Background: an optimization exercise with open tools, aiming at small area and a short achievable clock period. Do not read the settings as production practice.
RTL that was checked went through simulation tests only; none was proved equivalent to the original.
The clock port is modelled as an ideal driver; clocking choices that lean on that would not hold on a real chip.
Power and IR drop assume default switching activity.

==> module video_top, before the edit <==
module video_top (
	input  wire        I_clk,
	input  wire        rst_n1,
	input  wire        de_in,
	input  wire        vs_n_in,    
	input  wire  [7:0] r_in,
	input  wire  [7:0] g_in,
	input  wire  [7:0] b_in,
	output logic       de_out,
	output logic       hs_out,
	output logic       vs_out,
	output logic [7:0] r_out,
	output logic [7:0] g_out,
	output logic [7:0] b_out,
	output logic       overflow,   
	output logic       underflow   
);
	logic        vs_n_d;
	logic        armed;
	logic        wr_en_n;   
	logic [15:0] wr_pixel;
	logic        tg;        
	logic        frame_start;
	assign frame_start = vs_n_d & ~vs_n_in;
	assign wr_en_n     = de_in & (armed | frame_start);
	always_ff @(posedge I_clk or negedge rst_n1)
	begin
		if (!rst_n1)
		begin
			vs_n_d <= 1'b1;
			armed  <= 1'b0;
		end
		else
		begin
			vs_n_d <= vs_n_in;
			if (frame_start)
				armed <= 1'b1;
		end
	end
	always_ff @(posedge I_clk)
		wr_pixel <= {r_in[7:3], g_in[7:2], b_in[7:3]} ^ {16{~tg}};
	logic [4:0] h;
	logic [2:0] v;
	logic       rd_en_n;   
	logic       h_last;
	logic       v_act;
	assign h_last  = (h == 5'd23);
	assign v_act   = (v >= 3'd3) && (v < 3'd7);
	assign rd_en_n = (h >= 5'd4) && (h < 5'd20) && v_act;
	always_ff @(posedge I_clk or negedge rst_n1)
	begin
		if (!rst_n1)
		begin
			h      <= 5'd22;  
			v      <= 3'd7;
			de_out <= 1'b0;
			hs_out <= 1'b0;
			vs_out <= 1'b0;
		end
		else
		begin
			h      <= h_last ? 5'd0 : h + 5'd1;
			if (h_last)
				v <= v + 3'd1;  
			de_out <= (h >= 5'd6) && (h < 5'd22) && v_act;
			hs_out <= (h < 5'd2);
			vs_out <= (v == 3'd0);
		end
	end
	logic [15:0] s [0:63];
	logic [6:0]  count;
	logic        wr_ok;     
	logic        rd_ok;     
	logic        keep_k;    
	logic        clr_k1;    
	logic        ce_wr;     
	logic        co_wr;     
	logic        wpar;      
	logic        ovf_ev;    
	logic        unf_ev;    
	logic [7:0]  wc;        
	logic [7:0]  wr;        
	logic [7:0]  hc [0:3];  
	logic [7:0]  hr;        
	logic       inc, dec;
	logic       is0, is1, is62, is63, is64;
	logic       full_n, empty_n, c63_n, wr_ok_n, rd_ok_n, wpar_n;
	always_comb
	begin
		inc     = wr_ok & ~rd_ok;
		dec     = rd_ok & ~wr_ok;
		is0     = (count == 7'd0);
		is1     = (count == 7'd1);
		is62    = (count == 7'd62);
		is63    = (count == 7'd63);
		is64    = count[6];
		full_n  = (is64 & ~rd_ok) | (is63 & inc);
		empty_n = (is0 & ~wr_ok) | (is1 & dec);
		c63_n   = (is63 & ~inc & ~dec) | (is62 & inc) | (is64 & dec);
		wr_ok_n = wr_en_n & ~full_n;
		rd_ok_n = rd_en_n & ~empty_n;
		wpar_n  = wpar ^ wr_ok;
	end
	always_ff @(posedge I_clk or negedge rst_n1)
	begin
		if (!rst_n1)
		begin
			tg        <= 1'b0;
			count     <= '0;
			wr_ok     <= 1'b0;
			rd_ok     <= 1'b0;
			keep_k    <= 1'b0;
			clr_k1    <= 1'b0;
			ce_wr     <= 1'b0;
			co_wr     <= 1'b0;
			wpar      <= 1'b0;
			ovf_ev    <= 1'b0;
			unf_ev    <= 1'b0;
			wc        <= 8'h01;
			wr        <= 8'h01;
			for (int q = 0; q < 4; q++)
				hc[q] <= 8'h01;
			hr        <= 8'h01;
			overflow  <= 1'b0;
			underflow <= 1'b0;
		end
		else
		begin
			tg     <= ~tg;
			if (inc)
				count <= count + 7'd1;
			else if (dec)
				count <= count - 7'd1;
			wr_ok  <= wr_ok_n;
			rd_ok  <= rd_ok_n;
			keep_k <= full_n & ~rd_ok_n;
			clr_k1 <= wr_ok_n & (~c63_n | rd_ok_n);
			ce_wr  <= wr_ok_n & ~wpar_n;
			co_wr  <= wr_ok_n & wpar_n;
			wpar   <= wpar_n;
			ovf_ev <= wr_en_n & full_n;
			unf_ev <= rd_en_n & empty_n;
			if (wr_ok)
			begin
				wc <= {wc[6:0], wc[7]};
				if (wc[7])
					wr <= {wr[6:0], wr[7]};
			end
			if (rd_ok)
			begin
				for (int q = 0; q < 4; q++)
					hc[q] <= {hc[q][6:0], hc[q][7]};
				if (hc[0][7])
					hr <= {hr[6:0], hr[7]};
			end
			if (ovf_ev)
				overflow <= 1'b1;
			if (unf_ev)
				underflow <= 1'b1;
		end
	end
	logic [7:0]  xk;
	logic [7:0]  xk1;
	logic [7:0]  zc;
	logic [63:0] rsel;
	logic [15:0] ce;    
	logic [15:0] co;    
	always_comb
	begin
		xk  = wc & {8{~keep_k}};
		xk1 = wc & {8{clr_k1}};
		zc  = xk | {xk1[6:0], 1'b0};
		for (int a = 0; a < 8; a++)
		begin
			rsel[8*a] = (wr[a] & xk[0]) | (wr[(a + 7) % 8] & xk1[7]);
			for (int b = 1; b < 8; b++)
				rsel[8*a+b] = wr[a] & zc[b];
		end
		ce = {16{~ce_wr}} | wr_pixel;
		co = {16{~co_wr}} | wr_pixel;
	end
	always_ff @(posedge I_clk)
	begin
		for (int i = 0; i < 64; i++)
			s[i] <= ~(s[i] | ({16{rsel[i]}} & ((i % 2 == 0) ? ce : co)));
	end
	logic [15:0] rd_lo;
	logic [15:0] rd_hi;
	logic [15:0] rd_lo_d;
	logic [15:0] rd_hi_d;
	logic [15:0] row_data [0:7];
	logic        okd;
	always_comb
	begin
		for (int i = 0; i < 8; i++)
		begin
			row_data[i] = '0;
			for (int j = 0; j < 8; j++)
				row_data[i] = row_data[i] | (s[8*i+j] & {16{hc[i/2][j]}});
		end
		rd_lo_d = '0;
		rd_hi_d = '0;
		for (int i = 0; i < 4; i++)
		begin
			rd_lo_d = rd_lo_d | (row_data[i] & {16{hr[i]}});
			rd_hi_d = rd_hi_d | (row_data[i+4] & {16{hr[i+4]}});
		end
	end
	logic [15:0] pix_q;
	always_ff @(posedge I_clk)
	begin
		rd_lo <= rd_lo_d;
		rd_hi <= rd_hi_d;
		okd   <= rd_ok;
		pix_q <= okd ? ((rd_lo | rd_hi) ^ {16{~tg}}) : 16'd0;  
	end
	assign r_out = {pix_q[15:11], 3'b000};
	assign g_out = {pix_q[10:5], 2'b00};
	assign b_out = {pix_q[4:0], 3'b000};
endmodule
Settings: LEC_CHECK=0, CAP_MARGIN=20, CORE_MARGIN=2, CORE_UTILIZATION=60, CTS_CLUSTER_DIAMETER=100, CTS_CLUSTER_SIZE=25, SETUP_SLACK_MARGIN=2.15, SLEW_MARGIN=20; clock period 4.0 ns.
standard.sh (not shown) runs the stock make flow with config.mk's settings and CLKGATE_MAP_FILE= SYNTH_SCRIPT=/design/flow/synth_recipe.tcl, a recipe that flattens the netlist after the stock synthesis.
==> flow/flow/run.sh <==
#!/bin/bash
# Standard layout, except that the clock port drives the first level of the
# clock tree directly: after CTS the root buffer CTS puts at the port (which
# drives only the few buffers of the next level) is removed and those
# buffers are connected to the port net. Every register keeps the same
# number of buffer levels from the port, so the tree stays balanced.
set -euo pipefail
here=$(pwd)
res=$here/orfs/results/$FLOW_PLATFORM/video_top/base
bash standard.sh synth > $here/make_synth.log 2>&1
bash standard.sh floorplan place cts > $here/make_place_cts.log 2>&1
FLOW_RES=$res openroad -no_init -exit $here/flow/rootfix.tcl > $here/rootfix.log 2>&1
bash standard.sh finish > $here/make_finish.log 2>&1
Other scripts of this flow, unchanged in this note and not shown: flow/flow/rootfix.tcl
==> next run, changes <==
--- a/flow/design.v
+++ b/flow/design.v
@@ -109,12 +109,12 @@
 	end
 	logic [15:0] s [0:63];
 	logic [6:0]  count;
 	logic        wr_ok;     
 	logic        rd_ok;     
-	logic        keep_k;    
-	logic        clr_k1;    
+	logic [7:0]  xk;        
+	logic [7:0]  xk1;       
 	logic        ce_wr;     
 	logic        co_wr;     
 	logic        wpar;      
 	logic        ovf_ev;    
 	logic        unf_ev;    
@@ -123,10 +123,11 @@
 	logic [7:0]  hc [0:3];  
 	logic [7:0]  hr;        
 	logic       inc, dec;
 	logic       is0, is1, is62, is63, is64;
 	logic       full_n, empty_n, c63_n, wr_ok_n, rd_ok_n, wpar_n;
+	logic [7:0] wc_n;
 	always_comb
 	begin
 		inc     = wr_ok & ~rd_ok;
 		dec     = rd_ok & ~wr_ok;
 		is0     = (count == 7'd0);
@@ -138,21 +139,22 @@
 		empty_n = (is0 & ~wr_ok) | (is1 & dec);
 		c63_n   = (is63 & ~inc & ~dec) | (is62 & inc) | (is64 & dec);
 		wr_ok_n = wr_en_n & ~full_n;
 		rd_ok_n = rd_en_n & ~empty_n;
 		wpar_n  = wpar ^ wr_ok;
+		wc_n    = wr_ok ? {wc[6:0], wc[7]} : wc;
 	end
 	always_ff @(posedge I_clk or negedge rst_n1)
 	begin
 		if (!rst_n1)
 		begin
 			tg        <= 1'b0;
 			count     <= '0;
 			wr_ok     <= 1'b0;
 			rd_ok     <= 1'b0;
-			keep_k    <= 1'b0;
-			clr_k1    <= 1'b0;
+			xk        <= 8'h01;
+			xk1       <= 8'h00;
 			ce_wr     <= 1'b0;
 			co_wr     <= 1'b0;
 			wpar      <= 1'b0;
 			ovf_ev    <= 1'b0;
 			unf_ev    <= 1'b0;
@@ -171,12 +173,12 @@
 				count <= count + 7'd1;
 			else if (dec)
 				count <= count - 7'd1;
 			wr_ok  <= wr_ok_n;
 			rd_ok  <= rd_ok_n;
-			keep_k <= full_n & ~rd_ok_n;
-			clr_k1 <= wr_ok_n & (~c63_n | rd_ok_n);
+			xk     <= wc_n & {8{~(full_n & ~rd_ok_n)}};
+			xk1    <= wc_n & {8{wr_ok_n & (~c63_n | rd_ok_n)}};
 			ce_wr  <= wr_ok_n & ~wpar_n;
 			co_wr  <= wr_ok_n & wpar_n;
 			wpar   <= wpar_n;
 			ovf_ev <= wr_en_n & full_n;
 			unf_ev <= rd_en_n & empty_n;
@@ -197,20 +199,16 @@
 				overflow <= 1'b1;
 			if (unf_ev)
 				underflow <= 1'b1;
 		end
 	end
-	logic [7:0]  xk;
-	logic [7:0]  xk1;
 	logic [7:0]  zc;
 	logic [63:0] rsel;
 	logic [15:0] ce;    
 	logic [15:0] co;    
 	always_comb
 	begin
-		xk  = wc & {8{~keep_k}};
-		xk1 = wc & {8{clr_k1}};
 		zc  = xk | {xk1[6:0], 1'b0};
 		for (int a = 0; a < 8; a++)
 		begin
 			rsel[8*a] = (wr[a] & xk[0]) | (wr[(a + 7) % 8] & xk1[7]);
 			for (int b = 1; b < 8; b++)
The changed run completed without violations; wire length barely changes; clock skew drops by 16 ps; area after synthesis climbs by 0.74%; combinational power climbs by about 5%; critical path depth climbs by 2; die area climbs by 0.72%; count of clock-buffer cells in the layout climbs by 3; worst hold slack is about the same.
No functional check of the RTL was part of the second run of this note.

## what the ideal ports hide
In the flow no input, the clock included, has a driving cell. The finished layouts below were timed again as built, in two steps. Step 1 (the two cells are an assumption about what drives the block):
set clk [get_ports {I_clk}]
set_driving_cell -lib_cell sky130_fd_sc_hd__clkbuf_16 $clk
set_driving_cell -lib_cell sky130_fd_sc_hd__buf_2 [delete_from_list [all_inputs] $clk]
Step 2 adds t to the input delays and takes it off the output delays; t is the mean of the earliest and latest rising clock arrival at the registers after step 1. Input paths then give back, and output paths get back, about the clock's delay inside the block. a / b / c = no drivers / after step 1 / after step 2; a / b = the first two.
| run | shift t [ns] | slack for setup (ns) | worst hold slack (ns) | worst setup path at the end | slew at the worst register clock pin (ns) |
|---|---|---|---|---|---|
| the first run | 0.690 | 2.179 / 2.085 / 1.695 | 0.375 / 0.268 / 0.412 | input to register | 0.10 / 0.10 |
| the second run | 0.683 | 2.071 / 2.071 / 1.610 | 0.377 / 0.301 / 0.412 | input to register | 0.11 / 0.11 |
After both steps setup and hold are still met in every run listed. For the first run, which loses most, drivers alone change the setup slack by -0.094 ns; drivers and shift together by -0.484 ns.
